What follows belongs to an exercise in optimizing a design on an open flow for small area, a short achievable clock period and few clock cycles; a production flow would make more cautious choices.
In this exercise RTL edits were held to simulation tests only and were not proved equivalent to the original.
The clock port is modelled as an ideal driver; clocking choices that lean on that would not hold on a real chip.
Power and IR drop assume default switching activity.

===== flow/config.mk =====
export PLATFORM = sky130hd
export DESIGN_NAME = cpu
export DESIGN_NICKNAME = cpu
export VERILOG_FILES = /design/flow/design.v
export SDC_FILE = /design/flow/constraint.sdc
export NUM_CORES = 4
export LEC_CHECK = 0
export ABC_AREA = 1
export ABC_CLOCK_PERIOD_IN_PS = 3000
export CAP_MARGIN = 20
export CELL_PAD_IN_SITES_DETAIL_PLACEMENT = 1
export CELL_PAD_IN_SITES_GLOBAL_PLACEMENT = 2
export CORE_MARGIN = 2
export CORE_UTILIZATION = 45
export CTS_BUF_LIST = sky130_fd_sc_hd__clkbuf_4 sky130_fd_sc_hd__clkbuf_8
export PLACE_DENSITY = 0.55
export SETUP_SLACK_MARGIN = 4.0
export SLEW_MARGIN = 20
export TNS_END_PERCENT = 10

===== flow/constraint.sdc =====
create_clock -name core_clock -period 7.0 [get_ports {clock}]
set_input_delay 1.4000 -clock core_clock [delete_from_list [all_inputs] [get_ports {clock}]]
set_output_delay 1.4000 -clock core_clock [all_outputs]
set_load 0.01 [all_outputs]

===== flow/design.v =====
package cpu_pkg;
	typedef logic [31:0] word_t;
	typedef logic [4:0] reg_addr_t;
	typedef enum logic [6:0] {
		opc_op     = 7'b0110011,
		opc_op_imm = 7'b0010011,
		opc_load   = 7'b0000011,
		opc_store  = 7'b0100011,
		opc_branch = 7'b1100011,
		opc_jal    = 7'b1101111
	} opcode_e;
	typedef enum logic [2:0] {
		fn_add,
		fn_slt,
		fn_xor,
		fn_or,
		fn_and
	} alu_fn_e;
endpackage
`timescale 1ns/1ps
module cpu #(
	parameter cpu_pkg::word_t reset_pc = 32'h0000_0000
) (
	input logic clock,
	input logic reset,
	output cpu_pkg::word_t instr_addr,
	input cpu_pkg::word_t instr_data,
	output cpu_pkg::word_t data_addr,
	output cpu_pkg::word_t data_wdata,
	output logic data_wen,
	output logic data_ren,
	input cpu_pkg::word_t data_rdata
);
	function automatic cpu_pkg::word_t add32(input cpu_pkg::word_t a, input cpu_pkg::word_t b,
		input logic cin);
		logic [31:0] g;
		logic [31:0] p;
		logic [31:0] gg;
		logic [31:0] pp;
		g = a & b;
		p = a ^ b;
		gg = g;
		pp = p;
		gg[0] = g[0] | (p[0] & cin);
		for (int d = 1; d < 32; d = d * 2) begin
			for (int i = 31; i >= d; i--) begin
				gg[i] = gg[i] | (pp[i] & gg[i - d]);
				pp[i] = pp[i] & pp[i - d];
			end
		end
		add32 = p ^ {gg[30:0], cin};
	endfunction
	cpu_pkg::word_t pc;
	logic x_valid;
	logic x_ld;
	logic x_st;
	logic x_br;
	logic x_wr;       
	logic x_pred;     
	logic x_sub;
	cpu_pkg::alu_fn_e x_fn;
	cpu_pkg::reg_addr_t x_rd;
	cpu_pkg::word_t x_a;   
	cpu_pkg::word_t x_b;   
	cpu_pkg::word_t x_c;   
	logic m_ren;
	logic m_wen;
	logic m_wr;
	logic m_ld;
	cpu_pkg::reg_addr_t m_rd;
	cpu_pkg::word_t m_res;
	cpu_pkg::word_t m_wdata;
	cpu_pkg::word_t rf [1:31];
	cpu_pkg::word_t m_val;
	assign data_addr = m_res;
	assign data_wdata = m_wdata;
	assign data_ren = m_ren;
	assign data_wen = m_wen;
	assign m_val = m_ld ? data_rdata : m_res;
	always_ff @(posedge clock) begin
		if (m_wr) begin
			rf[m_rd] <= m_val;
		end
	end
	cpu_pkg::word_t sum;
	logic lt;
	cpu_pkg::word_t alu;
	logic eq;
	logic mispredict;
	assign sum = add32(x_a, x_b, x_sub);
	assign lt = (x_a[31] == x_b[31]) ? x_a[31] : sum[31];
	always_comb begin
		case (x_fn)
			cpu_pkg::fn_slt: alu = {31'b0, lt};
			cpu_pkg::fn_xor: alu = x_a ^ x_b;
			cpu_pkg::fn_or: alu = x_a | x_b;
			cpu_pkg::fn_and: alu = x_a & x_b;
			default: alu = sum;
		endcase
	end
	assign eq = x_a == x_b;
	assign mispredict = x_valid && x_br && (eq != x_pred);
	always_ff @(posedge clock or negedge reset) begin
		if (!reset) begin
			m_ren <= 1'b0;
			m_wen <= 1'b0;
			m_wr <= 1'b0;
		end else begin
			m_ren <= x_valid && x_ld;
			m_wen <= x_valid && x_st;
			m_wr <= x_valid && x_wr;
		end
	end
	always_ff @(posedge clock) begin
		m_ld <= x_ld;
		m_rd <= x_rd;
		m_res <= alu;
		m_wdata <= x_c;
	end
	cpu_pkg::word_t ins;
	logic [6:0] opc;
	cpu_pkg::reg_addr_t rs1;
	cpu_pkg::reg_addr_t rs2;
	cpu_pkg::reg_addr_t rd;
	logic is_op;
	logic is_opi;
	logic is_ld;
	logic is_st;
	logic is_br;
	logic is_jal;
	logic uses_rs1;
	logic uses_rs2;
	logic pred;
	logic stall;
	cpu_pkg::word_t imm_i;
	cpu_pkg::word_t imm_s;
	cpu_pkg::word_t imm_b;
	cpu_pkg::word_t imm_j;
	cpu_pkg::word_t pc4;
	cpu_pkg::word_t target;
	cpu_pkg::word_t rf_a;
	cpu_pkg::word_t rf_b;
	logic fwd_xa;
	logic fwd_xb;
	logic fwd_ma;
	logic fwd_mb;
	cpu_pkg::word_t rs1_val;
	cpu_pkg::word_t rs2_val;
	cpu_pkg::word_t pc_next;
	logic wr;
	logic sub;
	cpu_pkg::alu_fn_e fn;
	assign ins = instr_data;
	assign instr_addr = pc;
	assign opc = ins[6:0];
	assign rs1 = ins[19:15];
	assign rs2 = ins[24:20];
	assign rd = ins[11:7];
	assign is_op = opc == cpu_pkg::opc_op;
	assign is_opi = opc == cpu_pkg::opc_op_imm;
	assign is_ld = opc == cpu_pkg::opc_load;
	assign is_st = opc == cpu_pkg::opc_store;
	assign is_br = opc == cpu_pkg::opc_branch;
	assign is_jal = opc == cpu_pkg::opc_jal;
	assign uses_rs1 = is_op || is_opi || is_ld || is_st || is_br;
	assign uses_rs2 = is_op || is_st || is_br;
	assign imm_i = {{20{ins[31]}}, ins[31:20]};
	assign imm_s = {{20{ins[31]}}, ins[31:25], ins[11:7]};
	assign imm_b = {{19{ins[31]}}, ins[31], ins[7], ins[30:25], ins[11:8], 1'b0};
	assign imm_j = {{11{ins[31]}}, ins[31], ins[19:12], ins[20], ins[30:21], 1'b0};
	assign pred = ins[31] || rs1 == rs2;
	assign pc4 = pc + 32'd4;
	assign target = add32(pc, ins[3] ? imm_j : imm_b, 1'b0);
	assign stall = x_valid && x_ld && x_wr &&
		((uses_rs1 && x_rd == rs1) || (uses_rs2 && x_rd == rs2));
	always_comb begin
		if (mispredict) begin
			pc_next = x_c;
		end else if (stall) begin
			pc_next = pc;
		end else if (is_jal || (is_br && pred)) begin
			pc_next = target;
		end else begin
			pc_next = pc4;
		end
	end
	assign rf_a = (rs1 == '0) ? '0 : rf[rs1];
	assign rf_b = (rs2 == '0) ? '0 : rf[rs2];
	assign fwd_xa = x_valid && x_wr && x_rd == rs1;
	assign fwd_xb = x_valid && x_wr && x_rd == rs2;
	assign fwd_ma = m_wr && m_rd == rs1;
	assign fwd_mb = m_wr && m_rd == rs2;
	assign rs1_val = fwd_ma ? m_val : rf_a;
	assign rs2_val = fwd_mb ? m_val : rf_b;
	assign wr = (is_op || is_opi || is_ld || is_jal) && rd != '0;
	assign sub = is_op && ((ins[14:12] == 3'b000 && ins[30]) || ins[14:12] == 3'b010);
	always_comb begin
		fn = cpu_pkg::fn_add;
		if (is_op) begin
			case (ins[14:12])
				3'b010: fn = cpu_pkg::fn_slt;
				3'b100: fn = cpu_pkg::fn_xor;
				3'b110: fn = cpu_pkg::fn_or;
				3'b111: fn = cpu_pkg::fn_and;
				default: fn = cpu_pkg::fn_add;
			endcase
		end
	end
	always_ff @(posedge clock or negedge reset) begin
		if (!reset) begin
			pc <= reset_pc;
			x_valid <= 1'b0;
		end else begin
			pc <= pc_next;
			x_valid <= !mispredict && !stall;
		end
	end
	always_ff @(posedge clock) begin
		x_ld <= is_ld;
		x_st <= is_st;
		x_br <= is_br;
		x_wr <= wr;
		x_pred <= pred;
		x_sub <= sub;
		x_fn <= fn;
		x_rd <= rd;
		if (fwd_xa && !is_jal) begin
			x_a <= alu;
		end else begin
			x_a <= is_jal ? '0 : rs1_val;
		end
		if (fwd_xb && (is_op || is_br)) begin
			x_b <= alu ^ {32{sub}};
		end else begin
			x_b <= (is_op || is_br) ? (rs2_val ^ {32{sub}}) : (is_jal ? pc4 : (is_st ? imm_s : imm_i));
		end
		if (fwd_xb && is_st) begin
			x_c <= alu;
		end else begin
			x_c <= is_st ? rs2_val : (pred ? pc4 : target);
		end
	end
endmodule

===== flow/flow/run.sh =====
#!/bin/bash
# The standard layout (the standard.sh, all ORFS steps through finish),
# with two changes:
#  - the buffers that buffer_ports puts on every input and output port are
#    buf_4 cells instead of the delay cell it picks on its own;
#  - clock tree synthesis adds no dummy loads (the ORFS arguments otherwise).
# ORFS writes each step's log under orfs/logs/; make's own output goes to
# flow_make.log here.
set -euo pipefail
bash standard.sh 'BUFFER_PORTS_ARGS=-buffer_cell sky130_fd_sc_hd__buf_4' \
	'CTS_ARGS=-sink_clustering_enable -repair_clock_nets -dont_use_dummy_load -buf_list {sky130_fd_sc_hd__clkbuf_4 sky130_fd_sc_hd__clkbuf_8}' \
	finish > flow_make.log 2>&1

===== flow/standard.sh =====
#!/bin/bash
# synth_recipe.tcl (not shown) runs the flow's synth.tcl, then flattens the netlist and writes it again
# the make line also repeats each setting of config.mk as NAME=value (left out here)
make -C /OpenROAD-flow-scripts/flow DESIGN_CONFIG=/design/flow/config.mk WORK_HOME=/design/flow/orfs CLKGATE_MAP_FILE= SYNTH_SCRIPT=/design/flow/synth_recipe.tcl "${@:-finish}"

==> results of run 1 <==
-- through the flow --
| stage | hold slack (ns) | utilization [%] | instance area [µm²] | std cells | setup slack (ns) |
|---|---|---|---|---|---|
| after global routing | 0.367 | 51.2 | 73800 | 9864 | 3.84 |
| after CTS | 0.349 | 50.2 | 72300 | 9809 | 3.81 |
| final | 0.351 | 51.2 | 73800 | 9869 | 3.85 |
| after detailed placement | 0.361 | 47.5 | 68500 | 9572 | 1.94 |
| after floorplan | 0.324 | - | 65500 | 7849 | 3.49 |
| after global placement | 0.361 | 47.5 | 68400 | 9569 | 1.97 |
-- flip-flops by register name, summed over array words and instances (netlist names), 3 cells and up --
name     count
rf         992
m_res       32
m_wdata     32
pc          32
x_a         32
x_b         32
x_c         32
m_rd         5
x_rd         5
x_fn         3
-- synth_stat cells, drive strengths merged --
master   number
nand2      2053
edfxtp      992
nand3       804
o21ai       735
inv         693
nor2        609
a21oi       545
buf         249
o211ai      248
clkbuf      240
dfxtp       180
ha           95
o221ai       67
o22ai        64
nand4        41
xor2         38
dfrtp        36
nor3         33
mux2i        17
nand3b       17
or2          17
o2111ai      12
a31oi        11
a221oi       10
xnor2        10
o21bai        9
clkinv        5
fa            3
a211oi        2
a21boi        2
a21o          2
and2          2
nor4          2
o21a          2
a2111o        1
a22oi         1
a32oi         1
and3          1
-- timing repair --
action	CTS	global route
setup endpoints to repair	197	203
resized for setup	149	240
pin swaps	9	36
hold buffers	0	0
cloned	11	19
setup buffers	16	34
-- final cells by class --
type | count | area [µm²]
Inverter | 698 | 2810
Timing Repair Buffer | 376 | 3870
Timing Repair inverter | 11 | 101
Fill cell | 16913 | 70200
Tap cell | 1903 | 2380
Sequential cell | 1208 | 34300
Clock buffer | 210 | 2890
Multi-Input combinational cell | 5456 | 27400
Antenna cell | 7 | 17.5
-- metal layers --
layer	vias to the layer above	global-route usage (%)	share of wire, %
met5	-	0	0.042
met4	8	19.5	5.2
met3	727	8.89	11
met2	3614	60.4	44
met1	31611	55.6	40
li1	26968	-	-
-- cells by family (layout without fill, tap and decap cells) --
logic type,count (synthesis),after routing,synth area share (%)
adders and majority gates,98,98,1.91
DFF,1208,1208,52.4
AOI/OAI and AO/OA,1712,1712,14.8
buffers and inverters,1187,1295,7.34
muxes,17,17,0.260
and+or+nand+nor,3579,3581,22.6
other,0,7,0
xor gates and xnor gates,48,48,0.643
-- final timing paths --
check,end,slack [ns],cells past startpoint
setup / recovery,x_a[2]$_DFF_P_,3.85,11
hold / removal,m_rd[0]$_DFF_P_,0.35,0
setup reg to reg,rf[5][1]$_DFFE_PP_,3.86,3
hold reg to reg,m_rd[0]$_DFF_P_,0.35,0
max in group asynchronous,pc[2]$_DFFE_PN0P_,6.04,1
min in group asynchronous,pc[27]$_DFFE_PN0P_,0.50,1
-- report_power, final --
group | switching [mW] | internal [mW] | total [mW]
sequential | 0.565 | 8.69 | 9.25
combinational | 4.22 | 1.61 | 5.83
clock | 2.81 | 2.62 | 5.42
==> impl_metrics.prom, run 1 <==
# TYPE chip_impl_metric gauge
chip_impl_info{name="status",value="complete, no violations"} 1
chip_impl_metric{name="route.detailed.vias_per_inst",unit=""} 6.38
chip_impl_metric{name="yosysWarningCount",unit=""} 1
chip_impl_metric{name="grt_first_pass_wirelength",unit="mm"} 433
chip_impl_metric{name="setup_violations",unit=""} 0
chip_impl_metric{name="grt_max_degree",unit=""} 166
chip_impl_info{name="critical_path.cell_chain",value="buf_4, buf_4, or2_2, a21oi_1, nand3_1, nor2_1, nand2_1, buf_4, inv_4, nand2_1, nand2_1"} 1
chip_impl_metric{name="route.detailed.wl_per_inst",unit="µm"} 31.7
chip_impl_metric{name="drt_iter0_drc",unit=""} 7976
chip_impl_info{name="cts.root.buffer_cell",value="clkbuf_8"} 1
chip_impl_metric{name="critical_path_peak_fanout",unit=""} 19
chip_impl_info{name="critPathLaunch",value="instr_data[18]"} 1
chip_impl_metric{name="critPathBufInv",unit=""} 4
chip_impl_metric{name="syn2layout_area_growth",unit="%"} 12.8
chip_impl_metric{name="cp.arrival",unit="ns"} 4.00
chip_impl_metric{name="ant_nets",unit=""} 0
chip_impl_metric{name="final_nets",unit=""} 8125
chip_impl_metric{name="ys_types",unit=""} 54
chip_impl_metric{name="post_route_cells_drive_above_1_share",unit="%"} 11.3
chip_impl_metric{name="final_weighted_congestion_in_routability_driven_placement",unit=""} 0.941
chip_impl_metric{name="worstMarginPinSlew",unit="ns"} 1.15
chip_impl_metric{name="fin_setup_tns",unit="ns"} 0
chip_impl_metric{name="vdd_drop_max",unit="mV"} 0.231
chip_impl_metric{name="synth_nets",unit=""} 8013
chip_impl_info{name="mostFrequentLayoutCells",value="1,989 x nand2_1, 992 x edfxtp_1, 772 x nand3_1"} 1
chip_impl_metric{name="die_width",unit="µm"} 385
chip_impl_info{name="critical_path.top_delay_family",value="simple AND/OR/NAND/NOR gates"} 1
chip_impl_metric{name="final-hold-violation-count",unit=""} 0
chip_impl_metric{name="maxCapViolations",unit=""} 0
chip_impl_metric{name="synth.avg_cell_area",unit="µm²"} 8.33
chip_impl_metric{name="final.period_utilization",unit="%"} 45.0
chip_impl_metric{name="synth_seq_area_share",unit="%"} 52.4
chip_impl_info{name="synth.top_cells.by_area",value="edfxtp_1 46%, nand2_1 12%, nand3_1 6.1%"} 1
chip_impl_metric{name="max_freq",unit="MHz"} 317
chip_impl_info{name="rsz_0062_raised_after_global_routing",value="yes"} 1
chip_impl_metric{name="finalMaxSlewViolations",unit=""} 0
chip_impl_metric{name="globalRouteTotalUtil",unit="%"} 40.4
chip_impl_metric{name="clk_transition_reported_paths",unit="ns"} 0.06
chip_impl_info{name="timing.critical_path.slowest_stage_cell",value="or2_2"} 1
chip_impl_metric{name="power-per-cell-area",unit="mW/mm²"} 278
chip_impl_metric{name="clockBufferDepth",unit=""} 3
chip_impl_info{name="worstHoldPathType",value="flop to flop"} 1
chip_impl_metric{name="timing.clock.skew",unit="ns"} 0.0910
chip_impl_metric{name="grt_pass1_vias",unit=""} 61341
chip_impl_metric{name="vias",unit=""} 62928
chip_impl_metric{name="critPathMaxStageDelay",unit="ns"} 0.34
chip_impl_metric{name="firstDrtPassIters",unit=""} 9
chip_impl_metric{name="report.power.total",unit="mW"} 20.5
chip_impl_metric{name="max-slew-margin-rel",unit="%"} 23.2
chip_impl_info{name="layout_commonest_cell",value="nand2_1"} 1
chip_impl_metric{name="htreeDepth",unit=""} 4
chip_impl_metric{name="floorplan.die.height",unit="µm"} 385
chip_impl_metric{name="start_util",unit="%"} 45.4
chip_impl_metric{name="die-area",unit="mm²"} 0.148
chip_impl_metric{name="synthesized_cell_area",unit="mm²"} 0.0654
chip_impl_info{name="synth.largest_area_cell",value="edfxtp_1"} 1
chip_impl_metric{name="num_cts_buffers",unit=""} 210
chip_impl_info{name="hold_path_startpoint",value="x_rd[0]$_DFF_P_"} 1
chip_impl_metric{name="grt_remaining_overflow",unit=""} 0
chip_impl_metric{name="place.detailed.hpwl",unit="mm"} 194
chip_impl_metric{name="io-pin-count",unit=""} 164
chip_impl_metric{name="grt_antenna_before_repair",unit=""} 11
chip_impl_info{name="start_kind",value="input port"} 1
chip_impl_metric{name="min_period",unit="ns"} 3.15
chip_impl_metric{name="io_buffers",unit=""} 163
chip_impl_metric{name="synth_cells",unit=""} 7849
chip_impl_metric{name="detail_route.wirelength",unit="mm"} 313
chip_impl_info{name="worst_setup_path_end_kind",value="flop"} 1
chip_impl_metric{name="cts_sinks",unit=""} 1208
chip_impl_metric{name="row_count",unit=""} 139
chip_impl_metric{name="core_area",unit="mm²"} 0.144
chip_impl_info{name="crit_type",value="input port to flop"} 1
chip_impl_info{name="regToRegStartpoint",value="m_wr$_DFF_PN0_"} 1
chip_impl_metric{name="synth_top_area_share",unit="%"} 45.5
chip_impl_info{name="tritoncts_clock_tree",value="done"} 1
chip_impl_metric{name="cellLeakagePower",unit="nW"} 29.5
chip_impl_metric{name="worst_skew_pair.late_latency",unit="ns"} 0.96
chip_impl_metric{name="ys_ff_latch",unit=""} 1208
chip_impl_metric{name="crit_required",unit="ns"} 7.85
chip_impl_metric{name="drc_errors",unit=""} 0
Testbench counts, summed over its fixed seeds: cycles 142,315.
==> run 2, diff against run 1 <==
--- a/flow/config.mk
+++ b/flow/config.mk
@@ -14,6 +14,6 @@
 export CORE_UTILIZATION = 45
 export CTS_BUF_LIST = sky130_fd_sc_hd__clkbuf_4 sky130_fd_sc_hd__clkbuf_8
 export PLACE_DENSITY = 0.55
-export SETUP_SLACK_MARGIN = 4.0
+export SETUP_SLACK_MARGIN = 4.2
 export SLEW_MARGIN = 20
 export TNS_END_PERCENT = 10
==> run 2 against run 1 <==
Sequential power is essentially flat. Register-to-register slack worse by 0.11 ns. Clock power increased by 0.7%. Clock-buffer cell count up 1. Wire length increased by 4.2%. First-iteration DRC count grew 11%. Sequential share of layout area is 1.2 points lower. Flip-flop and latch count did not move. Area after synthesis stayed put. Critical endpoint is now rf[14][27]$_DFFE_PP_. Highest routed layer unchanged.
==> impl_metrics.prom, run 2 <==
# TYPE chip_impl_metric gauge
chip_impl_metric{name="synth.avg_cell_area",unit="µm²"} 8.33
chip_impl_metric{name="htreeDepth",unit=""} 4
chip_impl_info{name="layout_commonest_cell",value="nand2_1"} 1
chip_impl_info{name="timing.critical_path.slowest_stage_cell",value="nor2_4"} 1
chip_impl_metric{name="io_buffers",unit=""} 163
chip_impl_info{name="critical_path.top_delay_family",value="simple AND/OR/NAND/NOR gates"} 1
chip_impl_metric{name="core_area",unit="mm²"} 0.144
chip_impl_metric{name="max_freq",unit="MHz"} 308
chip_impl_info{name="dominant_combinational_cell_family_by_area_after_synthesis",value="simple AND/OR/NAND/NOR gates"} 1
chip_impl_metric{name="synthXorXnorAreaFrac",unit="%"} 0.643
chip_impl_metric{name="clk_transition_reported_paths",unit="ns"} 0.05
chip_impl_metric{name="cts_hold_repair.buffers",unit=""} 0
chip_impl_metric{name="synthMuxAreaShare",unit="%"} 0.260
chip_impl_metric{name="grt_first_pass_wirelength",unit="mm"} 441
chip_impl_metric{name="globalRouteTotalUtil",unit="%"} 41.3
chip_impl_metric{name="synth_adder_area_share",unit="%"} 1.91
chip_impl_metric{name="fin_setup_tns",unit="ns"} 0
chip_impl_metric{name="die-area",unit="mm²"} 0.148
chip_impl_metric{name="filler_cell_count",unit=""} 16760
chip_impl_metric{name="detail_route.wirelength",unit="mm"} 326
chip_impl_metric{name="synth_seq_area_share",unit="%"} 52.4
chip_impl_metric{name="final_nets",unit=""} 8200
chip_impl_metric{name="min_period",unit="ns"} 3.25
chip_impl_metric{name="post_route_cells_drive_above_1_share",unit="%"} 13.2
chip_impl_metric{name="worstMarginPinSlew",unit="ns"} 1.19
chip_impl_metric{name="grt_remaining_overflow",unit=""} 0
chip_impl_info{name="synth.top_cells.by_area",value="edfxtp_1 46%, nand2_1 12%, nand3_1 6.1%"} 1
chip_impl_metric{name="critical_path_peak_fanout",unit=""} 19
chip_impl_metric{name="firstDrtPassIters",unit=""} 6
chip_impl_metric{name="grt_pass1_vias",unit=""} 61993
chip_impl_metric{name="die_width",unit="µm"} 385
chip_impl_metric{name="synth-simple-area-share",unit="%"} 22.6
chip_impl_info{name="synth.largest_area_cell",value="edfxtp_1"} 1
chip_impl_metric{name="synthesized_cell_area",unit="mm²"} 0.0654
chip_impl_metric{name="ys_types",unit=""} 54
chip_impl_info{name="rsz_0062_raised_after_global_routing",value="yes"} 1
chip_impl_metric{name="critPathBufInv",unit=""} 1
chip_impl_metric{name="vias",unit=""} 64435
chip_impl_info{name="cts.root.buffer_cell",value="clkbuf_8"} 1
chip_impl_metric{name="cts_sinks",unit=""} 1208
chip_impl_metric{name="critPathMaxStageDelay",unit="ns"} 1.03
chip_impl_info{name="status",value="complete, no violations"} 1
chip_impl_metric{name="setup_violations",unit=""} 0
chip_impl_info{name="yosys_most_used_dff",value="edfxtp_1"} 1
chip_impl_metric{name="register_area",unit="mm²"} 0.0343
chip_impl_metric{name="synth_top_area_share",unit="%"} 45.5
chip_impl_metric{name="maxCapViolations",unit=""} 0
chip_impl_metric{name="place_worst_setup_slack",unit="ns"} 1.97
chip_impl_info{name="worstHoldPathType",value="flop to flop"} 1
chip_impl_info{name="crit_type",value="flop to flop"} 1
chip_impl_metric{name="yosysWarningCount",unit=""} 1
chip_impl_metric{name="final_weighted_congestion_in_routability_driven_placement",unit=""} 0.969
chip_impl_metric{name="num_cts_buffers",unit=""} 211
chip_impl_metric{name="route.detailed.wl_per_inst",unit="µm"} 32.8
chip_impl_metric{name="cellLeakagePower",unit="nW"} 30.2
chip_impl_metric{name="timing.clock.skew",unit="ns"} 0.111
chip_impl_info{name="start_kind",value="flop"} 1
chip_impl_metric{name="synth_nets",unit=""} 8013
chip_impl_metric{name="synth-async-reset-ratio",unit="%"} 2.98
chip_impl_metric{name="synth_edf_count",unit=""} 992
chip_impl_info{name="critical_path.cell_chain",value="nand3_1, nor2_4, buf_4"} 1
chip_impl_metric{name="drc_errors",unit=""} 0
chip_impl_metric{name="drt_iter0_drc",unit=""} 8839
chip_impl_metric{name="finalMaxSlewViolations",unit=""} 0
chip_impl_metric{name="largest_reg_flops",unit=""} 992
chip_impl_metric{name="start_util",unit="%"} 45.4
chip_impl_metric{name="synth_compound_gate_area_share",unit="%"} 14.8
chip_impl_metric{name="io-pin-count",unit=""} 164
chip_impl_metric{name="ant_nets",unit=""} 0
chip_impl_metric{name="power-per-cell-area",unit="mW/mm²"} 278
chip_impl_metric{name="final.period_utilization",unit="%"} 46.4
chip_impl_metric{name="route.detailed.vias_per_inst",unit=""} 6.48
chip_impl_metric{name="worst_skew_pair.late_latency",unit="ns"} 0.97
chip_impl_metric{name="row_count",unit=""} 139
chip_impl_metric{name="grt_antenna_before_repair",unit=""} 11
chip_impl_metric{name="place.detailed.hpwl",unit="mm"} 195
chip_impl_metric{name="multiInputGateArea",unit="mm²"} 0.0283
chip_impl_metric{name="finalWorstSetupSlack",unit="ns"} 3.75
chip_impl_metric{name="vdd_drop_max",unit="mV"} 0.246
chip_impl_metric{name="ys_ff_latch",unit=""} 1208
chip_impl_info{name="largest_register_by_flop_count",value="rf"} 1
chip_impl_info{name="mostFrequentLayoutCells",value="1,938 x nand2_1, 992 x edfxtp_1, 761 x nand3_1"} 1
chip_impl_info{name="top_count_cell_post_synth",value="nand2_1"} 1
chip_impl_metric{name="floorplan.die.height",unit="µm"} 385
chip_impl_metric{name="cp.arrival",unit="ns"} 3.74
chip_impl_info{name="worst_setup_path_end_kind",value="flop"} 1
chip_impl_metric{name="synth_cells",unit=""} 7849
chip_impl_metric{name="final_util",unit="%"} 52.6
chip_impl_metric{name="clockBufferDepth",unit=""} 3
chip_impl_metric{name="grt_max_degree",unit=""} 153
chip_impl_metric{name="final-hold-violation-count",unit=""} 0
chip_impl_info{name="tritoncts_clock_tree",value="done"} 1
chip_impl_metric{name="max-slew-margin-rel",unit="%"} 19.7
chip_impl_metric{name="crit_required",unit="ns"} 7.49
chip_impl_metric{name="syn2layout_area_growth",unit="%"} 15.7
chip_impl_info{name="ys_top_cells_by_count",value="2,051 x nand2_1, 992 x edfxtp_1, 802 x nand3_1"} 1
[run 2: cell counts after synthesis]
No cell type changed its count.
[run 2: what timing repair did]
action | CTS | global route
pin swaps | 39 | 56
buffers inserted | 57 | 56
resized for setup | 307 | 306
gates cloned | 19 | 32
endpoints found under the hold margin | 0 | 0
endpoints found under the setup margin | 409 | 392
[run 2: routing by layer]
| layer | track usage [%] | wire length [µm] | vias up |
|---|---|---|---|
| li1 | - | - | 27155 |
| met4 | 22.3 | 20000 | 6 |
| met2 | 60.1 | 136000 | 4198 |
| met1 | 57.0 | 129000 | 32207 |
| met3 | 9.23 | 40100 | 869 |
| met5 | 0 | 43 | - |
[run 2: where the power goes]
part / total, mW / internal, mW / switching, mW
Combinational: 6.35 / 1.83 / 4.53
Sequential: 9.24 / 8.68 / 0.560
Clock: 5.46 / 2.63 / 2.83
[run 2: kinds of logic after synthesis]
kind of cell / Yosys count
muxes: 17
buffers and inverters: 1187
xor gates and xnor gates: 48
adders and majority gates: 98
DFF: 1208
AOI/OAI and AO/OA: 1712
and+or+nand+nor: 3579
[run 2: cell type report]
| type | instances | share of cell area [%] |
|---|---|---|
| Sequential cell | 1208 | 45.3 |
| Multi-Input combinational cell | 5464 | 37.3 |
| Timing Repair Buffer | 443 | 6.46 |
| Clock buffer | 211 | 3.84 |
| Inverter | 698 | 3.73 |
| Tap cell | 1903 | 3.15 |
| Timing Repair inverter | 10 | 0.122 |
| Antenna cell | 10 | 0.0331 |
[run 2: through the flow]
step / hold WS [ns] / area, µm² / std cells / power [mW]
floorplan: 0.324 / 65500 / 7849 / 11.8
global placement: 0.382 / 68400 / 9561 / 14.5
detailed placement: 0.381 / 68400 / 9562 / 14.5
CTS: 0.371 / 73400 / 9849 / 20.4
global route: 0.380 / 75700 / 9939 / 21.6
finish: 0.369 / 75700 / 9947 / 21.1
[run 2: worst paths after layout]
kind	from	endpoint	slack, ns	cells past startpoint
worst max-delay path	m_wr$_DFF_PN0_	rf[14][27]$_DFFE_PP_	3.75	3
worst min-delay path	x_rd[1]$_DFF_P_	m_rd[1]$_DFF_P_	0.37	0
worst max register to register	m_wr$_DFF_PN0_	rf[14][27]$_DFFE_PP_	3.75	3
worst min register to register	x_rd[1]$_DFF_P_	m_rd[1]$_DFF_P_	0.37	0
max in group asynchronous	reset	pc[2]$_DFFE_PN0P_	6.04	1
min in group asynchronous	reset	m_ren$_DFF_PN0_	0.46	1
==> run 3, diff against run 2 <==
--- a/flow/config.mk
+++ b/flow/config.mk
@@ -14,6 +14,6 @@
 export CORE_UTILIZATION = 45
 export CTS_BUF_LIST = sky130_fd_sc_hd__clkbuf_4 sky130_fd_sc_hd__clkbuf_8
 export PLACE_DENSITY = 0.55
-export SETUP_SLACK_MARGIN = 4.2
+export SETUP_SLACK_MARGIN = 3.8
 export SLEW_MARGIN = 20
 export TNS_END_PERCENT = 10
==> run 3 against run 2 <==
Clock-buffer cell count grew 4. Power down 3.6%. Critical path type is now input port to flop. Largest power group unchanged. Wire length is 6.1% lower. Worst hold slack lost 0.018 ns. Die area unchanged. First-iteration DRC count down 16%. Design area is 4.1% lower. Sequential power barely moved. Utilization shrank 2.1 points. Combinational power is 13% lower.
==> impl_metrics.prom, run 3 <==
# TYPE chip_impl_metric gauge
chip_impl_info{name="status",value="complete, no violations"} 1
chip_impl_metric{name="met3_length",unit="mm"} 32.1
chip_impl_metric{name="register_area",unit="mm²"} 0.0343
chip_impl_metric{name="setup_violations",unit=""} 0
chip_impl_metric{name="ys_ff_latch",unit=""} 1208
chip_impl_info{name="crit_type",value="input port to flop"} 1
chip_impl_metric{name="vias",unit=""} 62410
chip_impl_metric{name="num_cts_buffers",unit=""} 215
chip_impl_metric{name="synth_edf_count",unit=""} 992
chip_impl_metric{name="synth_nets",unit=""} 8013
chip_impl_metric{name="cellLeakagePower",unit="nW"} 29.1
chip_impl_info{name="start_kind",value="input port"} 1
chip_impl_metric{name="r2r_cells",unit=""} 3
chip_impl_metric{name="final_util",unit="%"} 50.4
chip_impl_info{name="rr_endpoint",value="rf[15][24]$_DFFE_PP_"} 1
chip_impl_metric{name="place.detailed.hpwl",unit="mm"} 196
chip_impl_metric{name="maxCapViolations",unit=""} 0
chip_impl_metric{name="fin_setup_tns",unit="ns"} 0
chip_impl_metric{name="max-slew-margin-rel",unit="%"} 18.5
chip_impl_info{name="cts.root.buffer_cell",value="clkbuf_8"} 1
chip_impl_metric{name="filler_cell_count",unit=""} 17002
chip_impl_metric{name="ant_nets",unit=""} 0
chip_impl_metric{name="grt_first_pass_wirelength",unit="mm"} 429
chip_impl_info{name="ys_top_cells_by_count",value="2,051 x nand2_1, 992 x edfxtp_1, 802 x nand3_1"} 1
chip_impl_info{name="mostFrequentLayoutCells",value="2,014 x nand2_1, 992 x edfxtp_1, 783 x nand3_1"} 1
chip_impl_info{name="rsz_0062_raised_after_global_routing",value="yes"} 1
chip_impl_metric{name="power-per-cell-area",unit="mW/mm²"} 279
chip_impl_info{name="critPathLaunch",value="instr_data[18]"} 1
chip_impl_info{name="synth.largest_area_cell",value="edfxtp_1"} 1
chip_impl_info{name="top_count_cell_post_synth",value="nand2_1"} 1
chip_impl_metric{name="die_width",unit="µm"} 385
chip_impl_info{name="highest_layer",value="met5"} 1
chip_impl_metric{name="die-area",unit="mm²"} 0.148
chip_impl_metric{name="synth_seq_area_share",unit="%"} 52.4
chip_impl_metric{name="start_util",unit="%"} 45.4
chip_impl_metric{name="route.detailed.vias_per_inst",unit=""} 6.35
chip_impl_metric{name="cts_sinks",unit=""} 1208
chip_impl_metric{name="yosysWarningCount",unit=""} 1
chip_impl_metric{name="core_area",unit="mm²"} 0.144
chip_impl_metric{name="synthesized_cell_area",unit="mm²"} 0.0654
chip_impl_metric{name="firstDrtPassIters",unit=""} 5
chip_impl_metric{name="syn2layout_area_growth",unit="%"} 11.0
chip_impl_metric{name="ys_types",unit=""} 54
chip_impl_metric{name="min_period",unit="ns"} 3.43
chip_impl_metric{name="synth.avg_cell_area",unit="µm²"} 8.33
chip_impl_info{name="synth.top_cells.by_area",value="edfxtp_1 46%, nand2_1 12%, nand3_1 6.1%"} 1
chip_impl_metric{name="largest_reg_flops",unit=""} 992
chip_impl_info{name="worstHoldPathType",value="flop to flop"} 1
chip_impl_info{name="largest_register_by_flop_count",value="rf"} 1
chip_impl_metric{name="final-hold-violation-count",unit=""} 0
chip_impl_metric{name="globalRouteTotalUtil",unit="%"} 40.0
chip_impl_metric{name="cp.arrival",unit="ns"} 4.20
chip_impl_metric{name="io_buffers",unit=""} 163
chip_impl_info{name="worst_setup_path_end_kind",value="flop"} 1
chip_impl_metric{name="io-pin-count",unit=""} 164
chip_impl_info{name="endpoint",value="x_a[21]$_DFF_P_"} 1
chip_impl_metric{name="timing.clock.skew",unit="ns"} 0.103
chip_impl_metric{name="worstMarginPinSlew",unit="ns"} 1.22
chip_impl_metric{name="clk_transition_reported_paths",unit="ns"} 0.05
chip_impl_metric{name="drt_iter0_drc",unit=""} 7450
chip_impl_metric{name="grt_pass1_vias",unit=""} 61285
chip_impl_metric{name="post_route_cells_drive_above_1_share",unit="%"} 9.45
chip_impl_info{name="tritoncts_clock_tree",value="done"} 1
chip_impl_info{name="layout_commonest_cell",value="nand2_1"} 1
chip_impl_metric{name="final_weighted_congestion_in_routability_driven_placement",unit=""} 0.933
chip_impl_metric{name="grt_max_degree",unit=""} 209
chip_impl_metric{name="synth_cells",unit=""} 7849
chip_impl_metric{name="clockBufferDepth",unit=""} 3
chip_impl_metric{name="critical_path_peak_fanout",unit=""} 24
chip_impl_metric{name="multiInputGateArea",unit="mm²"} 0.0270
chip_impl_metric{name="finalMaxSlewViolations",unit=""} 0
chip_impl_info{name="regToRegStartpoint",value="m_rd[1]$_DFF_P_"} 1
chip_impl_metric{name="htreeDepth",unit=""} 4
chip_impl_metric{name="met1Wirelength",unit="mm"} 126
chip_impl_metric{name="route.detailed.wl_per_inst",unit="µm"} 31.2
chip_impl_metric{name="worst_skew_pair.late_latency",unit="ns"} 0.97
chip_impl_metric{name="detail_route.wirelength",unit="mm"} 306
chip_impl_metric{name="total_met2_wirelength_after_detailed_routing",unit="mm"} 131
chip_impl_metric{name="row_count",unit=""} 139
chip_impl_metric{name="max_freq",unit="MHz"} 291
chip_impl_metric{name="final_nets",unit=""} 8081
chip_impl_metric{name="rrSetupSlack",unit="ns"} 3.65
chip_impl_metric{name="final.period_utilization",unit="%"} 49.0
chip_impl_metric{name="drc_errors",unit=""} 0
chip_impl_metric{name="crit_required",unit="ns"} 7.77
chip_impl_metric{name="vdd_drop_max",unit="mV"} 0.181
chip_impl_metric{name="grt_antenna_before_repair",unit=""} 9
chip_impl_metric{name="floorplan.die.height",unit="µm"} 385
chip_impl_metric{name="grt_remaining_overflow",unit=""} 0
chip_impl_info{name="yosys_most_used_dff",value="edfxtp_1"} 1
chip_impl_metric{name="synth-async-reset-ratio",unit="%"} 2.98
chip_impl_metric{name="synth_top_area_share",unit="%"} 45.5
run 3: changes by cell type in the layout (fill, tap and decap cells not counted), moves of 21 or more:
cell | before | now
nand2_2 | 76 | 32
nand2_1 | 1938 | 2014
nand3_1 | 761 | 783
buf_4 | 329 | 281
a21oi_1 | 520 | 541
nand2_4 | 34 | 6
run 3: layout make-up:
class | instances | share of cell area (%)
repair buffers | 332 | 4.30
multi-input cells | 5457 | 37.2
repair inverters | 5 | 0.0620
clock buffers | 215 | 4.08
flip-flops and latches | 1208 | 47.2
inverters | 698 | 3.79
diodes | 5 | 0.0172
well taps | 1903 | 3.28
run 3: kinds of logic after synthesis:
group	count (synthesis)	synth area share, %
flip-flops	1208	52.4
buffers and inverters	1187	7.34
multiplexers	17	0.260
AO/OA/AOI/OAI	1712	14.8
AND/OR/NAND/NOR	3579	22.6
adder cells (fa/ha/maj)	98	1.91
XOR/XNOR	48	0.643
run 3: worst max-delay path, stage by stage:
cell and delay, ns:
buf_4 0.13, buf_4 0.29, nor2_2 0.31, buf_4 0.29, clkinvlp_4 0.37, buf_4 0.35
o21ai_0 0.22, a21oi_1 0.11, nand2_1 0.10, nand2_1 0.16, nand2_1 0.13, nand2_1 0.10
nand2_1 0.15, nand2_1 0.06
run 3: worst min-delay path by stage:
stage               startpoint                   to  depth (start not counted)
3_5_place_dp   x_c[23]$_DFF_P_  m_wdata[23]$_DFF_P_                          0
6_report        x_c[3]$_DFF_P_   m_wdata[3]$_DFF_P_                          0
4_1_cts         x_c[3]$_DFF_P_   m_wdata[3]$_DFF_P_                          0
2_1_floorplan   x_c[9]$_DFF_P_   m_wdata[9]$_DFF_P_                          0
3_3_place_gp   x_c[21]$_DFF_P_  m_wdata[21]$_DFF_P_                          0
5_1_grt         x_c[3]$_DFF_P_   m_wdata[3]$_DFF_P_                          0
run 3: repair_timing:
item                                    in CTS  in global routing
gates cloned                                 7                  8
pin swaps                                    3                  9
buffers inserted                            10                 12
hold buffers                                 0                  0
endpoints found under the setup margin     156                167
gates resized for setup                    104                102
run 3: per-layer routing:
layer  GRT usage, %  up-vias
met5              0        -
li1               -    26900
met3           8.11      674
met2           59.4     3539
met4           19.0        6
met1           55.9    31291
run 3: through the flow:
stage	hold slack, ns	cells	total power [mW]	worst slack, ns	instance area, µm²
3_5_place_dp	0.364	9566	14.5	1.75	68400
6_report	0.351	9823	20.3	3.57	72600
3_3_place_gp	0.363	9564	14.5	1.74	68400
5_1_grt	0.345	9819	20.9	3.60	72600
2_1_floorplan	0.324	7849	11.8	3.49	65500
4_1_cts	0.330	9798	20.0	3.61	71900
run 3: power breakdown:
group / internal (mW) / leakage (nW) / switching [mW] / total, mW
combinational: 1.45 / 16.7 / 4.10 / 5.55
clock: 2.67 / 1.55 / 2.84 / 5.52
sequential: 8.68 / 10.9 / 0.541 / 9.22
==> run 4, diff against run 3 <==
==> flow/config.mk (replaced) <==
export PLATFORM = sky130hd
export DESIGN_NAME = cpu
export DESIGN_NICKNAME = cpu
export VERILOG_FILES = /design/flow/design.v
export SDC_FILE = /design/flow/constraint.sdc
export NUM_CORES = 4
export LEC_CHECK = 0
export ABC_CLOCK_PERIOD_IN_PS = 3000
export CAP_MARGIN = 20
export CELL_PAD_IN_SITES_DETAIL_PLACEMENT = 1
export CELL_PAD_IN_SITES_GLOBAL_PLACEMENT = 2
export CORE_MARGIN = 2
export CORE_UTILIZATION = 52
export CTS_BUF_LIST = sky130_fd_sc_hd__clkbuf_4 sky130_fd_sc_hd__clkbuf_8
export PLACE_DENSITY = 0.6
export SETUP_SLACK_MARGIN = 4.0
export SLEW_MARGIN = 20
export TNS_END_PERCENT = 10
==> run 4 against run 3 <==
Clock skew shrank 0.0060 ns. Largest cell class unchanged. Final cell count shrank 37%. Utilization grew 12 points. Wire length shrank 17%. Worst hold slack gained 0.0034 ns. Die area shrank 19%. Highest routed layer unchanged. Design area grew 0.75%. Clock power shrank 8.5%. Sequential power grew 2%.
==> impl_metrics.prom, run 4 <==
# TYPE chip_impl_metric gauge
chip_impl_info{name="status",value="complete, no violations"} 1
chip_impl_metric{name="cts_hold_repair.buffers",unit=""} 0
chip_impl_metric{name="clk_transition_reported_paths",unit="ns"} 0.06
chip_impl_metric{name="cp.arrival",unit="ns"} 4.19
chip_impl_metric{name="crit_required",unit="ns"} 7.76
chip_impl_metric{name="firstDrtPassIters",unit=""} 6
chip_impl_metric{name="die-area",unit="mm²"} 0.120
chip_impl_metric{name="max_freq",unit="MHz"} 292
chip_impl_metric{name="setup_violations",unit=""} 0
chip_impl_info{name="ys_top_cells_by_count",value="992 x edfxtp_1, 476 x mux4_2, 265 x a21oi_1"} 1
chip_impl_metric{name="power-per-cell-area",unit="mW/mm²"} 283
chip_impl_metric{name="vdd_drop_max",unit="mV"} 0.174
chip_impl_info{name="cts.root.buffer_cell",value="clkbuf_8"} 1
chip_impl_info{name="largest_register_by_flop_count",value="rf"} 1
chip_impl_info{name="mostFrequentLayoutCells",value="992 x edfxtp_1, 477 x mux4_2, 408 x buf_4"} 1
chip_impl_info{name="worst_setup_path_end_kind",value="flop"} 1
chip_impl_metric{name="synth_nets",unit=""} 4391
chip_impl_metric{name="synth_seq_area_share",unit="%"} 56.0
chip_impl_info{name="start_kind",value="input port"} 1
chip_impl_metric{name="ys_types",unit=""} 82
chip_impl_metric{name="finalMaxSlewViolations",unit=""} 0
chip_impl_info{name="tritoncts_clock_tree",value="done"} 1
chip_impl_info{name="crit_type",value="input port to flop"} 1
chip_impl_info{name="top_count_cell_post_synth",value="edfxtp_1"} 1
chip_impl_metric{name="post_route_cells_drive_above_1_share",unit="%"} 37.1
chip_impl_metric{name="ys_ff_latch",unit=""} 1208
chip_impl_metric{name="drt_iter0_drc",unit=""} 5866
chip_impl_info{name="synth.top_cells.by_area",value="edfxtp_1 49%, mux4_2 18%, dfxtp_1 5.9%"} 1
chip_impl_metric{name="clockBufferDepth",unit=""} 3
chip_impl_info{name="layout_commonest_cell",value="edfxtp_1"} 1
chip_impl_metric{name="grt_first_pass_wirelength",unit="mm"} 345
chip_impl_metric{name="detail_route.wirelength",unit="mm"} 255
chip_impl_metric{name="vias",unit=""} 45205
chip_impl_metric{name="maxCapViolations",unit=""} 0
chip_impl_metric{name="synth_cells",unit=""} 4227
chip_impl_metric{name="htreeDepth",unit=""} 4
chip_impl_metric{name="cellLeakagePower",unit="nW"} 25.3
chip_impl_metric{name="yosysWarningCount",unit=""} 1
chip_impl_metric{name="max-slew-margin-rel",unit="%"} 21.1
chip_impl_metric{name="fin_setup_tns",unit="ns"} 0
chip_impl_metric{name="num_cts_buffers",unit=""} 196
chip_impl_metric{name="grt_antenna_before_repair",unit=""} 10
chip_impl_metric{name="report.power.total",unit="mW"} 20.7
chip_impl_metric{name="io_buffers",unit=""} 163
chip_impl_metric{name="floorplan.die.height",unit="µm"} 347
chip_impl_metric{name="final.period_utilization",unit="%"} 49.0
chip_impl_metric{name="route.detailed.wl_per_inst",unit="µm"} 41.3
chip_impl_metric{name="core_area",unit="mm²"} 0.117
chip_impl_metric{name="cts_sinks",unit=""} 1208
chip_impl_metric{name="synth_edf_count",unit=""} 992
chip_impl_info{name="yosys_most_used_dff",value="edfxtp_1"} 1
chip_impl_metric{name="worstMarginPinSlew",unit="ns"} 1.15
chip_impl_metric{name="synth_top_area_share",unit="%"} 48.7
chip_impl_metric{name="largest_reg_flops",unit=""} 992
chip_impl_metric{name="grt_max_degree",unit=""} 67
chip_impl_metric{name="syn2layout_area_growth",unit="%"} 19.5
chip_impl_metric{name="critical_path_peak_fanout",unit=""} 15
chip_impl_metric{name="final_nets",unit=""} 4809
chip_impl_metric{name="hold-worst-slack",unit="ns"} 0.354
chip_impl_metric{name="route.detailed.vias_per_inst",unit=""} 7.33
chip_impl_metric{name="row_count",unit=""} 125
chip_impl_metric{name="die_width",unit="µm"} 347
chip_impl_metric{name="min_period",unit="ns"} 3.43
chip_impl_metric{name="synth.avg_cell_area",unit="µm²"} 14.5
chip_impl_info{name="rsz_0062_raised_after_global_routing",value="yes"} 1
chip_impl_metric{name="final_weighted_congestion_in_routability_driven_placement",unit=""} 0.965
chip_impl_metric{name="grt_pass1_vias",unit=""} 44543
chip_impl_metric{name="place.detailed.hpwl",unit="mm"} 153
chip_impl_metric{name="synth-async-reset-ratio",unit="%"} 2.98
chip_impl_metric{name="final-hold-violation-count",unit=""} 0
chip_impl_metric{name="drc_errors",unit=""} 0
chip_impl_metric{name="grt_remaining_overflow",unit=""} 0
chip_impl_metric{name="synthesized_cell_area",unit="mm²"} 0.0612
chip_impl_info{name="synth.largest_area_cell",value="edfxtp_1"} 1
chip_impl_info{name="worstHoldPathType",value="flop to flop"} 1
chip_impl_metric{name="globalRouteTotalUtil",unit="%"} 41.0
chip_impl_metric{name="ant_nets",unit=""} 0
chip_impl_metric{name="start_util",unit="%"} 52.5
chip_impl_metric{name="rrSetupSlack",unit="ns"} 3.61
chip_impl_metric{name="worst_skew_pair.late_latency",unit="ns"} 0.93
chip_impl_metric{name="timing.clock.skew",unit="ns"} 0.0974
chip_impl_metric{name="io-pin-count",unit=""} 164
[run 4: cell types whose count changed in the layout (fill, tap and decap cells not counted), moves of 41 or more]
cell	previous run	this run
mux4_2	0	477
o21ai_0	709	123
inv_1	662	122
o211ai_1	247	30
nand2_1	2014	206
nor2_1	561	198
mux2_2	0	63
xnor2_1	10	51
mux2i_1	17	151
buf_4	281	408
nand3_1	783	40
a21oi_1	541	225
[run 4: power by group]
| group | total, mW | leakage, nW | internal (mW) | switching, mW |
|---|---|---|---|---|
| Clock | 5.05 | 1.41 | 2.45 | 2.61 |
| Combinational | 6.25 | 13.0 | 2.34 | 3.91 |
| Sequential | 9.40 | 10.9 | 8.87 | 0.532 |
| Total | 20.7 | 25.3 | 13.7 | 7.05 |
[run 4: cell type report]
class / instances / area (µm²)
inverter: 139 / 548
timing repair inverter: 4 / 20.0
antenna: 3 / 7.51
sequential: 1208 / 34300
timing repair buffer: 534 / 5740
multi-input combinational: 2562 / 27900
fill: 10558 / 43400
clock buffer: 196 / 2700
tap: 1524 / 1910
[run 4: logic make-up after synthesis]
family | after synthesis | synth area share, %
multiplexers | 747 | 22.5
adder cells (fa/ha/maj) | 98 | 2.04
XOR/XNOR | 108 | 1.55
AND/OR/NAND/NOR | 753 | 5.58
AO/OA/AOI/OAI | 854 | 8.98
buffers and inverters | 459 | 3.32
flip-flops | 1208 | 56.0
[run 4: final timing paths]
| kind | from | endpoint | cells after the start |
|---|---|---|---|
| setup / recovery | instr_data[22] | x_b[26]$_DFF_P_ | 11 |
| setup reg to reg | x_a[0]$_DFF_P_ | x_b[18]$_DFF_P_ | 13 |
| hold reg to reg | x_c[26]$_DFF_P_ | m_wdata[26]$_DFF_P_ | 0 |
| hold / removal | x_c[26]$_DFF_P_ | m_wdata[26]$_DFF_P_ | 0 |
| max in group asynchronous | reset | pc[12]$_DFFE_PN0P_ | 1 |
| min in group asynchronous | reset | pc[25]$_DFFE_PN0P_ | 1 |
[run 4: metal layers]
| metal | part of all wire [%] | GRT usage (%) | up-vias |
|---|---|---|---|
| met2 | 47 | 64.9 | 3346 |
| met5 | 0.027 | 0 | - |
| met3 | 11 | 8.50 | 770 |
| met4 | 7.1 | 23.2 | 10 |
| met1 | 35 | 53.1 | 23400 |
| li1 | - | - | 17679 |
[run 4: worst max-delay path, cell delays in order]
cell and delay, ns:
buf_16 0.20, buf_6 0.31, mux2_2 0.38, a22oi_1 0.21, nor3_1 0.08, a311o_1 0.32
a21oi_1 0.34, o32ai_2 0.22, nor2_1 0.34, a211oi_1 0.08, a211o_1 0.28
[run 4: stage by stage]
step / instance area, µm² / cells / worst slack (ns) / util (%)
after floorplan: 61500 / 4227 / 2.64 / -
after global placement: 64600 / 5738 / 1.73 / 55.4
after detailed placement: 64600 / 5739 / 1.75 / 55.5
after CTS: 70300 / 6035 / 3.60 / 60.3
after global routing: 73200 / 6169 / 3.58 / 62.8
final: 73200 / 6170 / 3.57 / 62.8
[run 4: what timing repair did]
| item | 4_1_cts | 5_1_grt |
|---|---|---|
| setup endpoints to repair | 395 | 617 |
| hold endpoints to repair | 0 | 0 |
| cloned | 31 | 14 |
| pin swaps | 65 | 106 |
| buffers inserted | 69 | 116 |
| gates resized for setup | 306 | 350 |
==> run 5, diff against run 4 <==
==> flow/flow/run.sh (replaced) <==
#!/bin/bash
# The standard layout (the standard.sh, all ORFS steps through finish),
# with three changes:
#  - the buffers that buffer_ports puts on every input and output port are
#    buf_4 cells instead of the delay cell it picks on its own;
#  - resizing may swap a cell for one of another footprint (same function);
#  - the CTS step ends with one more setup repair pass (flow/extra_cts.tcl).
# ORFS writes each step's log under orfs/logs/; make's own output goes to
# flow_make.log here.
set -euo pipefail
bash standard.sh 'BUFFER_PORTS_ARGS=-buffer_cell sky130_fd_sc_hd__buf_4' \
	'MATCH_CELL_FOOTPRINT=0' "POST_CTS_TCL=$PWD/flow/extra_cts.tcl" finish > flow_make.log 2>&1
==> flow/flow/extra_cts.tcl (new file) <==
# Runs at the end of ORFS's CTS step (POST_CTS_TCL), after its own setup
# repair and legalization: one more setup repair pass on the placement
# parasitics, over every violating endpoint, then legalize again.
log_cmd estimate_parasitics -placement
log_cmd repair_timing -setup -setup_margin 4.0 -repair_tns 100 -verbose
log_cmd detailed_placement
check_placement -verbose
report_worst_slack -max
--- a/flow/config.mk
+++ b/flow/config.mk
@@ -10,9 +10,9 @@
 export CELL_PAD_IN_SITES_DETAIL_PLACEMENT = 1
 export CELL_PAD_IN_SITES_GLOBAL_PLACEMENT = 2
 export CORE_MARGIN = 2
-export CORE_UTILIZATION = 52
+export CORE_UTILIZATION = 35
 export CTS_BUF_LIST = sky130_fd_sc_hd__clkbuf_4 sky130_fd_sc_hd__clkbuf_8
-export PLACE_DENSITY = 0.6
-export SETUP_SLACK_MARGIN = 4.0
+export PLACE_DENSITY = 0.5
+export SETUP_SLACK_MARGIN = 3.6
 export SLEW_MARGIN = 20
 export TNS_END_PERCENT = 10
==> run 5 against run 4 <==
Still clean. Synthesized cell count did not move. Power up 9.5%. Register-to-register slack worse by 0.12 ns. Sequential power down 0.6%. Clock-buffer cell count up 107. Sequential share of layout area fell by 1.1 points. Clock skew down 0.037 ns. Global-route usage fell by 10 points. Final cell count is 16% higher. Largest cell class unchanged. Largest power group unchanged.
==> impl_metrics.prom, run 5 <==
# TYPE chip_impl_metric gauge
chip_impl_info{name="status",value="complete, no violations"} 1
chip_impl_info{name="top_count_cell_post_synth",value="edfxtp_1"} 1
chip_impl_info{name="critical_path.top_delay_family",value="compound AO/OA/AOI/OAI gates"} 1
chip_impl_metric{name="grt_remaining_overflow",unit=""} 0
chip_impl_metric{name="final.period_utilization",unit="%"} 50.1
chip_impl_metric{name="maxCapViolations",unit=""} 0
chip_impl_metric{name="final_nets",unit=""} 4831
chip_impl_info{name="worst_setup_path_end_kind",value="flop"} 1
chip_impl_info{name="start_kind",value="flop"} 1
chip_impl_metric{name="start_util",unit="%"} 35.2
chip_impl_metric{name="report.power.total",unit="mW"} 22.7
chip_impl_metric{name="core_area",unit="mm²"} 0.174
chip_impl_info{name="ys_top_cells_by_count",value="992 x edfxtp_1, 476 x mux4_2, 265 x a21oi_1"} 1
chip_impl_info{name="tritoncts_clock_tree",value="done"} 1
chip_impl_metric{name="max-slew-margin-rel",unit="%"} 15.3
chip_impl_metric{name="synthesized_cell_area",unit="mm²"} 0.0612
chip_impl_info{name="hold_path_startpoint",value="x_c[27]$_DFF_P_"} 1
chip_impl_metric{name="synth_top_area_share",unit="%"} 48.7
chip_impl_metric{name="finalWorstSetupSlack",unit="ns"} 3.49
chip_impl_metric{name="row_count",unit=""} 153
chip_impl_metric{name="worst_skew_pair.late_latency",unit="ns"} 1.00
chip_impl_metric{name="max_freq",unit="MHz"} 285
chip_impl_metric{name="power-per-cell-area",unit="mW/mm²"} 302
chip_impl_metric{name="io_buffers",unit=""} 163
chip_impl_metric{name="synth_compound_gate_area_share",unit="%"} 8.98
chip_impl_metric{name="total_switching_power",unit="mW"} 7.71
chip_impl_metric{name="cp.arrival",unit="ns"} 4.29
chip_impl_info{name="layout_commonest_cell",value="edfxtp_1"} 1
chip_impl_metric{name="fin_setup_tns",unit="ns"} 0
chip_impl_metric{name="route.detailed.wl_per_inst",unit="µm"} 38.7
chip_impl_metric{name="synth_edf_count",unit=""} 992
chip_impl_metric{name="switching_share",unit="%"} 34.0
chip_impl_metric{name="grt_antenna_before_repair",unit=""} 16
chip_impl_metric{name="synthXorXnorAreaFrac",unit="%"} 1.55
chip_impl_info{name="synth.top_cells.by_area",value="edfxtp_1 49%, mux4_2 18%, dfxtp_1 5.9%"} 1
chip_impl_metric{name="grt_pass1_vias",unit=""} 45296
chip_impl_metric{name="critPathMaxStageDelay",unit="ns"} 0.84
chip_impl_metric{name="largest_reg_flops",unit=""} 992
chip_impl_metric{name="synth_seq_area_share",unit="%"} 56.0
chip_impl_info{name="regToRegStartpoint",value="x_a[0]$_DFF_P_"} 1
chip_impl_info{name="mostFrequentLayoutCells",value="992 x edfxtp_1, 477 x mux4_2, 372 x buf_4"} 1
chip_impl_info{name="largest_register_by_flop_count",value="rf"} 1
chip_impl_metric{name="io-pin-count",unit=""} 164
chip_impl_info{name="crit_type",value="flop to flop"} 1
chip_impl_metric{name="synth_adder_area_share",unit="%"} 2.04
chip_impl_metric{name="die_width",unit="µm"} 422
chip_impl_metric{name="power.share.sequential",unit="%"} 41.2
chip_impl_metric{name="min_period",unit="ns"} 3.51
chip_impl_metric{name="vias",unit=""} 43256
chip_impl_metric{name="yosysWarningCount",unit=""} 1
chip_impl_metric{name="critical_path_peak_fanout",unit=""} 3
chip_impl_metric{name="floorplan.die.height",unit="µm"} 422
chip_impl_info{name="critPathLaunch",value="x_a[0]$_DFF_P_"} 1
chip_impl_info{name="rsz_0062_raised_after_global_routing",value="yes"} 1
chip_impl_metric{name="detail_route.wirelength",unit="mm"} 278
chip_impl_metric{name="firstDrtPassIters",unit=""} 5
chip_impl_metric{name="ys_ff_latch",unit=""} 1208
chip_impl_info{name="yosys_most_used_dff",value="edfxtp_1"} 1
chip_impl_metric{name="place_worst_setup_slack",unit="ns"} 1.60
chip_impl_metric{name="setup_violations",unit=""} 0
chip_impl_metric{name="ys_types",unit=""} 82
chip_impl_metric{name="critPathBufInv",unit=""} 2
chip_impl_metric{name="die-area",unit="mm²"} 0.178
chip_impl_metric{name="clk_transition_reported_paths",unit="ns"} 0.06
chip_impl_info{name="dominant_combinational_cell_family_by_area_after_synthesis",value="multiplexers"} 1
chip_impl_metric{name="drc_errors",unit=""} 0
chip_impl_metric{name="p_int",unit="mW"} 15.0
chip_impl_info{name="worstHoldPathType",value="flop to flop"} 1
chip_impl_metric{name="grt_max_degree",unit=""} 52
chip_impl_metric{name="finalMaxSlewViolations",unit=""} 0
chip_impl_metric{name="synth-simple-area-share",unit="%"} 5.58
chip_impl_metric{name="vdd_drop_max",unit="mV"} 0.220
chip_impl_metric{name="post_route_cells_drive_above_1_share",unit="%"} 38.5
chip_impl_metric{name="cts_sinks",unit=""} 1208
chip_impl_metric{name="synth.avg_cell_area",unit="µm²"} 14.5
chip_impl_metric{name="synth-async-reset-ratio",unit="%"} 2.98
chip_impl_metric{name="grt_first_pass_wirelength",unit="mm"} 383
chip_impl_metric{name="cellLeakagePower",unit="nW"} 25.9
chip_impl_metric{name="synth_cells",unit=""} 4227
chip_impl_info{name="synth.largest_area_cell",value="edfxtp_1"} 1
chip_impl_metric{name="ant_nets",unit=""} 0
chip_impl_metric{name="drt_iter0_drc",unit=""} 3937
chip_impl_info{name="critical_path.cell_chain",value="inv_2, fa_2, buf_6, nor2b_4, o2111ai_4, a2111oi_4, o211ai_1, a21boi_2, o31ai_4, o211ai_1, o21ai_1"} 1
chip_impl_info{name="crit_top_cell",value="o211ai_1"} 1
chip_impl_metric{name="globalRouteTotalUtil",unit="%"} 31.0
chip_impl_metric{name="place.detailed.hpwl",unit="mm"} 171
chip_impl_metric{name="final-hold-violation-count",unit=""} 0
chip_impl_metric{name="route.detailed.vias_per_inst",unit=""} 6.03
chip_impl_metric{name="crit_required",unit="ns"} 7.79
chip_impl_metric{name="synth_nets",unit=""} 4391
chip_impl_metric{name="syn2layout_area_growth",unit="%"} 22.7
chip_impl_metric{name="synthMuxAreaShare",unit="%"} 22.5
chip_impl_metric{name="worstMarginPinSlew",unit="ns"} 1.26
chip_impl_info{name="timing.critical_path.slowest_stage_cell",value="o211ai_1"} 1
chip_impl_metric{name="pwr-share-comb",unit="%"} 28.7
chip_impl_metric{name="timing.clock.skew",unit="ns"} 0.0601
chip_impl_metric{name="share_clk_of_total_power",unit="%"} 30.1
chip_impl_metric{name="final_weighted_congestion_in_routability_driven_placement",unit=""} 0.880
==> run 5: cell type report <==
class / count / area [µm²]
Inverter: 139 / 536
Fill cell: 17405 / 98700
Tap cell: 2325 / 2910
Sequential cell: 1208 / 34400
Timing Repair Buffer: 538 / 5540
Timing Repair inverter: 3 / 15.0
Clock buffer: 303 / 3680
Multi-Input combinational cell: 2561 / 27400
Antenna cell: 3 / 7.51
Clock inverter: 97 / 669
==> run 5: logic make-up (layout without fill, tap and decap cells) <==
logic type,count (synthesis),after routing
compound gates,854,854
fa+ha+maj,98,98
simple gates,753,754
mux,747,747
other cells,0,3
flops,1208,1208
buf+inv,459,1080
xor+xnor,108,108
==> run 5: worst paths after layout <==
kind / to / slack [ns] / cells past startpoint
worst max-delay path: x_c[21]$_DFF_P_ / 3.49 / 11
worst min-delay path: m_wdata[27]$_DFF_P_ / 0.36 / 0
worst max register to register: x_c[21]$_DFF_P_ / 3.49 / 11
worst min register to register: m_wdata[27]$_DFF_P_ / 0.36 / 0
max in group asynchronous: pc[6]$_DFFE_PN0P_ / 6.00 / 1
min in group asynchronous: pc[27]$_DFFE_PN0P_ / 0.43 / 1
==> run 5: stage by stage <==
stage                     std cells  utilization (%)  cell area (µm²)  hold slack [ns]
after floorplan                4227                -            61500            0.326
after global placement         6543             37.8            65600            0.352
after detailed placement       6551             37.9            65800            0.348
after global routing           7175             43.2            75100            0.365
final                          7177             43.2            75100            0.361
==> run 5: layer usage <==
metal	wire length (µm)	share of wire (%)	GRT usage [%]
met4	11700	4.2	12.2
met5	0	0	0
met1	113000	41	39.4
met2	139000	50	53.3
met3	14100	5.1	4.46
==> run 5: power groups by stage <==
stage	sequential, mW	clock, mW	combinational, mW
2_1_floorplan	9.33	0	2.71
3_3_place_gp	9.58	0	5.20
3_5_place_dp	9.57	0	5.21
5_1_grt	9.36	7.30	6.89
6_report	9.34	6.83	6.50

## afterwards: timing with drivers on the ports
In the flow no input, the clock included, has a driving cell. The finished layouts below were timed again as built, in two steps.
Step 1 sets driving cells, clkbuf_16 on the clock port and buf_2 on the other inputs (assumed; they add their load-dependent delay and slew).
Step 2 times the ports against the registers' clock, not the clock port: input delays grow and output delays shrink by t, the midpoint of the rising clock arrivals with the driver on.
Three values: no drivers, after step 1, after step 2; two values: the first two.
run | t (ns) | setup slack, ns | latest minus earliest clock arrival (ns)
run 1 | 0.994 | 3.849 / 3.804 / 2.811 | 0.096 / 0.097
run 2 | 0.990 | 3.752 / 3.684 / 2.695 | 0.128 / 0.129
run 3 | 1.016 | 3.569 / 3.613 / 2.598 | 0.108 / 0.109
run 4 | 0.963 | 3.570 / 3.214 / 2.252 | 0.131 / 0.131
run 5 | 1.047 | 3.495 / 3.359 / 2.312 | 0.064 / 0.065
After both steps every run listed still meets setup and hold. The setup slack of run 4, which loses most, moves by -0.356 ns with the drivers and by -1.318 ns with both steps.
